Source: an optimization exercise on an open RTL-to-GDS flow (aim: small area, a short achievable clock period and few clock cycles). Production flows keep margins and buffers that such runs may drop. In this exercise RTL edits were held to simulation tests only and were not proved equivalent to the original.

==> flow/config.mk <==
export PLATFORM = sky130hd
export DESIGN_NAME = speck_block_cipher_param
export DESIGN_NICKNAME = speck_block_cipher_param
export VERILOG_FILES = /design/flow/design.v
export SDC_FILE = /design/flow/constraint.sdc
export NUM_CORES = 4
export LEC_CHECK = 0
export CAP_MARGIN = 20
export CORE_MARGIN = 2
export CORE_UTILIZATION = 40
export SLEW_MARGIN = 20
==> flow/constraint.sdc <==
create_clock -name core_clock -period 7.0 [get_ports {clk}]
set_input_delay 1.4000 -clock core_clock [delete_from_list [all_inputs] [get_ports {clk}]]
set_output_delay 1.4000 -clock core_clock [all_outputs]
set_load 0.01 [all_outputs]
==> flow/design.v <==
module speck_block_cipher_param #(
    parameter int WORD      = 32,
    parameter int KEY_WORDS = 4,
    parameter int ROUNDS    = 27,
    parameter int ALPHA     = 8,
    parameter int BETA      = 3
) (
    input  logic                      clk,
    input  logic                      reset,
    input  logic                      key_load,
    input  logic [WORD*KEY_WORDS-1:0] key,
    output logic                      key_ready,
    input  logic                      start,
    input  logic                      mode,
    input  logic [2*WORD-1:0]         din,
    output logic                      busy,
    output logic                      done,
    output logic [2*WORD-1:0]         dout
);
    localparam int CW = (ROUNDS > 2) ? $clog2(ROUNDS) : 1;
    localparam int LW = KEY_WORDS - 1;
    localparam logic [CW-1:0] LAST_ENC = CW'(ROUNDS - 1);
    localparam logic [CW-1:0] LAST_EXP = CW'(ROUNDS - 2);
    typedef enum logic [1:0] {IDLE, EXPAND, RUN, FINISH} state_t;
    state_t r_state;
    state_t w_next;
    logic [WORD-1:0]   r_x;
    logic [WORD-1:0]   r_y;
    logic [WORD-1:0]   r_rkc;
    logic [2*WORD-1:0] r_dout;
    logic [WORD-1:0]   r_l [LW];
    logic [WORD-1:0]   r_rk [ROUNDS];
    logic [CW-1:0]     r_cnt;
    logic              r_mode;
    logic              r_key_ready;
    logic              r_done;
    logic            w_accept;
    logic            w_key_acc;
    logic            w_start_acc;
    logic            w_exp_last;
    logic            w_run_last;
    logic            w_busy;
    logic [CW-1:0]   w_term;
    logic [CW-1:0]   w_cnt_inc;
    logic [WORD-1:0] w_k;
    logic [WORD-1:0] w_l_new;
    logic [WORD-1:0] w_rk_new;
    logic [WORD-1:0] w_ex;
    logic [WORD-1:0] w_ey;
    logic [WORD-1:0] w_dx;
    logic [WORD-1:0] w_dy;
    function automatic logic [WORD-1:0] ror(input logic [WORD-1:0] v, input int s);
        ror = (v >> s) | (v << (WORD - s));
    endfunction
    function automatic logic [WORD-1:0] rol(input logic [WORD-1:0] v, input int s);
        rol = (v << s) | (v >> (WORD - s));
    endfunction
    assign w_accept    = (r_state == IDLE) || (r_state == FINISH);
    assign w_key_acc   = w_accept && key_load;
    assign w_start_acc = w_accept && start && r_key_ready && !key_load;
    assign w_term     = r_mode ? '0 : LAST_ENC;
    assign w_run_last = (r_cnt == w_term);
    assign w_exp_last = (r_cnt == LAST_EXP);
    assign w_cnt_inc  = r_cnt + CW'(1);
    assign w_k      = r_rk[r_cnt];
    assign w_l_new  = (r_rkc + ror(r_l[0], ALPHA)) ^ WORD'(r_cnt);
    assign w_rk_new = rol(r_rkc, BETA) ^ w_l_new;
    assign w_ex     = (ror(r_x, ALPHA) + r_y) ^ w_k;
    assign w_ey     = rol(r_y, BETA) ^ w_ex;
    assign w_dy     = ror(r_x ^ r_y, BETA);
    assign w_dx     = rol((r_x ^ w_k) - w_dy, ALPHA);
    always_ff @(posedge clk or posedge reset) begin
        if (reset) begin
            r_state <= IDLE;
        end else begin
            r_state <= w_next;
        end
    end
    always_comb begin
        w_next = r_state;
        unique case (r_state)
            IDLE, FINISH: begin
                if (w_key_acc) begin
                    w_next = EXPAND;
                end else if (w_start_acc) begin
                    w_next = RUN;
                end else begin
                    w_next = IDLE;
                end
            end
            EXPAND: if (w_exp_last) w_next = IDLE;
            RUN:    if (w_run_last) w_next = FINISH;
            default: w_next = IDLE;
        endcase
    end
    always_comb begin
        w_busy = (r_state == EXPAND) || (r_state == RUN);
    end
    assign busy      = w_busy;
    assign key_ready = r_key_ready;
    assign done      = r_done;
    assign dout      = r_dout;
    always_ff @(posedge clk or posedge reset) begin
        if (reset) begin
            r_x         <= '0;
            r_y         <= '0;
            r_rkc       <= '0;
            r_dout      <= '0;
            r_cnt       <= '0;
            r_mode      <= 1'b0;
            r_key_ready <= 1'b0;
            r_done      <= 1'b0;
            for (int j = 0; j < LW; j++) r_l[j] <= '0;
        end else begin
            r_done <= 1'b0;
            if (r_state == FINISH) begin
                r_dout <= {r_x, r_y};
                r_done <= 1'b1;
            end
            if (w_key_acc) begin
                r_key_ready <= 1'b0;
                r_rkc       <= key[WORD-1:0];
                r_cnt       <= '0;
                for (int j = 0; j < LW; j++) begin
                    r_l[j] <= key[WORD*(j+1) +: WORD];
                end
            end else if (w_start_acc) begin
                r_x    <= din[2*WORD-1:WORD];
                r_y    <= din[WORD-1:0];
                r_mode <= mode;
                r_cnt  <= mode ? LAST_ENC : '0;
            end
            if (r_state == EXPAND) begin
                r_rkc <= w_rk_new;
                for (int j = 0; j < LW - 1; j++) r_l[j] <= r_l[j+1];
                r_l[LW-1] <= w_l_new;
                if (w_exp_last) begin
                    r_cnt       <= '0;
                    r_key_ready <= 1'b1;
                end else begin
                    r_cnt <= w_cnt_inc;
                end
            end
            if (r_state == RUN) begin
                r_x <= r_mode ? w_dx : w_ex;
                r_y <= r_mode ? w_dy : w_ey;
                if (!w_run_last) begin
                    r_cnt <= r_mode ? (r_cnt - CW'(1)) : w_cnt_inc;
                end
            end
        end
    end
    always_ff @(posedge clk) begin
        if (w_key_acc) begin
            r_rk[0] <= key[WORD-1:0];
        end else if (r_state == EXPAND) begin
            r_rk[w_cnt_inc] <= w_rk_new;
        end
    end
endmodule
==> flow/run.sh <==
#!/bin/bash
# synth_recipe.tcl (not shown) runs the flow's synth.tcl, then flattens the netlist and writes it again
# the make line also repeats each setting of config.mk as NAME=value (left out here)
make -C /OpenROAD-flow-scripts/flow DESIGN_CONFIG=/design/flow/config.mk WORK_HOME=/design/flow/orfs CLKGATE_MAP_FILE= SYNTH_SCRIPT=/design/flow/synth_recipe.tcl finish
==> impl_metrics.json <==
{
  "status": "complete, no violations",
  "slew_headroom_pct": 25.9,
  "die_y_um": 364,
  "synth_most_common_cell": "edfxtp_1",
  "hpwlAfterDp_um": 108000,
  "critPathLaunchType": "flip-flop",
  "timing.critical_path.mode_cell": "o21ai_0",
  "core_area_um2": 129000,
  "ys_seq_area_share_pct": 62.7,
  "crit_path_start": "r_cnt[0]",
  "critPathKind": "reg -> reg",
  "grt_usage_pct": 24.3,
  "nNetsFinal": 4162,
  "worst-r2r-cell-count": 16,
  "syn_to_final_growth_pct": 17.7,
  "io_pins": 264,
  "syn_area_per_cell_um2": 14.6,
  "grt_max_degree": 180,
  "ys_seq_elements": 1130,
  "gr-total-overflow": 0,
  "pre_cts_slack_ns": 1.34,
  "cts_buffer_depth": 3,
  "min_path_type": "reg -> reg",
  "cts_resized": 0,
  "synth_edf_count": 864,
  "die_x_um": 364,
  "async_flop_share_pct": 23.5,
  "cp.depth": 16,
  "cts_sinks": 1130,
  "wirelength_um": 163000,
  "ant_nets": 0,
  "cts_setup_buffers": 0,
  "synth_nets": 3859,
  "worst_skew_pair.late_latency_ns": 0.76,
  "fin_tns_setup_ns": 0,
  "synth_top_area_share_pct": 49.9,
  "slowest_stage": "dfrtp_4",
  "numCtsBuffers": 117,
  "grt_pass1_vias": 32300,
  "firstDrtPassIters": 8,
  "drc": 0,
  "hold_buffers": 0,
  "port_buffers": 263,
  "synthTopCellsByArea": "edfxtp_1, dfrtp_1, mux4_2, mux2i_1, xnor2_1",
  "critPathMaxFanout": 36,
  "synthCells": 3553,
  "synth_flop_cell": "edfxtp_1",
  "fmax_mhz": 175,
  "num_vias": 32700,
  "routedWlPerCell_um": 28.6,
  "critPathBufInv": 2,
  "synthDistinctLibCells": 78,
  "cts_tree": "done",
  "layout_setup_ws_ns": 1.28,
  "reg2reg_slack_ns": 1.28,
  "rsz0062_at_grt": "false",
  "max_cap_viol_count": 0,
  "period_share_pct": 81.7,
  "synth_common_cells": "edfxtp_1, nand2_1, dfrtp_1, mux2i_1",
  "clock-root-buffer": "clkbuf_16",
  "drtIter0Drc": 3380,
  "synth_area_um2": 52000,
  "place.gp.congestion": 0.943,
  "synth_top_area_cell": "edfxtp_1",
  "yosys_warnings": 2,
  "routed_via_density": 5.74,
  "path_clk_slew_ns": 0.06,
  "placementRows": 132,
  "drive_gt1_share_pct": 16.2,
  "setup_viol_count_final": 0,
  "max_slew.worst_pin.slew_ns": 1.10,
  "htreeDepth": 3,
  "cp_cell_sequence": "buf_12 -> buf_4 -> mux4_2 -> mux4_2 -> mux2i_1 -> xnor2_1 -> ha_1 -> o21ai_0 -> a21boi_1 -> o21ai_0 -> and2_1 -> a21o_1 -> o21ai_0 -> xor2_1 -> a211oi_1 -> a31oi_1",
  "cp-endpoint": "r_x[27]",
  "critPathCaptureType": "flip-flop",
  "report.final.slew_viol_count": 0,
  "rr_startpoint": "r_cnt[0]",
  "arrival_ns": 6.30,
  "max_stage_delay_ns": 0.95,
  "antenna_found_initial": 7,
  "die-area_um2": 133000,
  "grt_pass1_wl_um": 232000,
  "fin_crit_ns": 5.72,
  "clock_skew_ns": 0.0441,
  "start_util_pct": 40.2,
  "r2r_end": "r_x[27]",
  "crit_family": "compound AO/OA/AOI/OAI gates",
  "critPathRequiredTime_ns": 7.58,
  "hold_violations": 0
}
-- layout make-up --
type                    count  area, um^2
clock inverters            82         873
flip-flops and latches   1130       32600
repair buffers            373        3630
diodes                      5        12.5
inverters                  38         146
fillers                 11200       68000
multi-input cells        2196       18600
clock buffers             139        3090
well taps                1742        2180
-- worst register-to-register path, delay by kind of cell, from the launching register on --
kind / cells / cell delay [ns]
adder cells (fa/ha/maj): 1 / 0.33
AND/OR/NAND/NOR: 1 / 0.20
flip-flops: 1 / 0.95
buffers and inverters: 2 / 0.61
AO/OA/AOI/OAI: 7 / 1.63
multiplexers: 3 / 1.50
XOR/XNOR: 2 / 0.34
-- worst min-delay path by stage --
stage	slack, ns	start	cells past startpoint	to
after global placement	0.46	r_l[1][1]	2	r_l[0][1]
after detailed placement	0.47	r_l[2][27]	2	r_l[1][27]
final	0.47	r_l[2][27]	2	r_l[1][27]
after floorplan	0.45	r_l[1][0]	2	r_l[0][0]
after CTS	0.48	r_l[2][27]	2	r_l[1][27]
after global routing	0.50	r_l[2][8]	2	r_l[1][8]
-- per-layer routing --
layer | wire (um) | track usage (%)
met1 | 66700 | 32.7
met2 | 80500 | 40.7
met5 | 23 | 0
met4 | 4540 | 7.51
met3 | 11200 | 3.67
-- sequential cells by signal, indices dropped and copies added, names as in the netlist --
| name | count |
|---|---|
| r_dout | 64 |
| r_mode | 1 |
| r_x | 32 |
| r_y | 32 |
| r_cnt | 5 |
| r_state | 2 |
| r_done | 1 |
| r_rkc | 32 |
| r_key_ready | 1 |
| r_rk | 864 |
| r_l | 96 |
-- cells by family (layout without fill, tap and decap cells) --
logic type / after synthesis / in the layout / synth area share (%)
fa+ha+maj: 109 / 109 / 2.67
flops: 1130 / 1130 / 62.7
mux: 520 / 520 / 14.8
xor+xnor: 256 / 256 / 4.34
compound gates: 690 / 690 / 8.06
other cells: 0 / 5 / 0
simple gates: 621 / 621 / 5.24
buf+inv: 227 / 632 / 2.12
-- through the flow --
step	utilization [%]	hold slack, ns	instance area (um^2)	std cells
2_1_floorplan	-	0.450	52000	3553
3_3_place_gp	44.3	0.457	57200	5478
3_5_place_dp	44.3	0.466	57200	5479
4_1_cts	47.4	0.478	61200	5700
5_1_grt	47.4	0.505	61200	5705
6_report	47.4	0.475	61200	5705
-- cells in the final DEF, fill, tap and decap left out, types with 38 or more instances in the layout --
master,instances
xor2_1,64
o21ai_0,173
clkdlybuf4s50_1,263
buf_4,96
xnor2_1,190
edfxtp_1,864
nor2_1,148
dfrtp_1,261
a31oi_1,38
mux2i_1,242
a21oi_1,164
a211oi_1,50
mux4_2,190
nand2_1,280
and3_1,41
mux2_2,84
o21ai_1,46
clkbuf_16,118
ha_1,103
a21o_1,62
Testbench counts, summed over its fixed seeds: cycles 7,604.

-- separate check: timing with driven ports --
The results above use ideal ports. As a check the final layout listed here was re-extracted and re-timed, cells and wires unchanged.
Step 1: set_driving_cell puts a clkbuf_16 on clk and a buf_2 on each other input, an assumption about the parent block.
Step 2 also shifts input and output timing later by t, the mid clock arrival at the registers, as if the neighbouring blocks saw the same clock.
Three values: no drivers, after step 1, after step 2; two values: the first two.
shift t [ns]: 0.822
setup slack, ns: 1.282 / 1.282 / 1.282
worst setup path at the end: register to register
After both steps setup and hold are still met in this run. For this run, drivers alone change the setup slack by 0.000 ns; drivers and shift together by 0.000 ns.
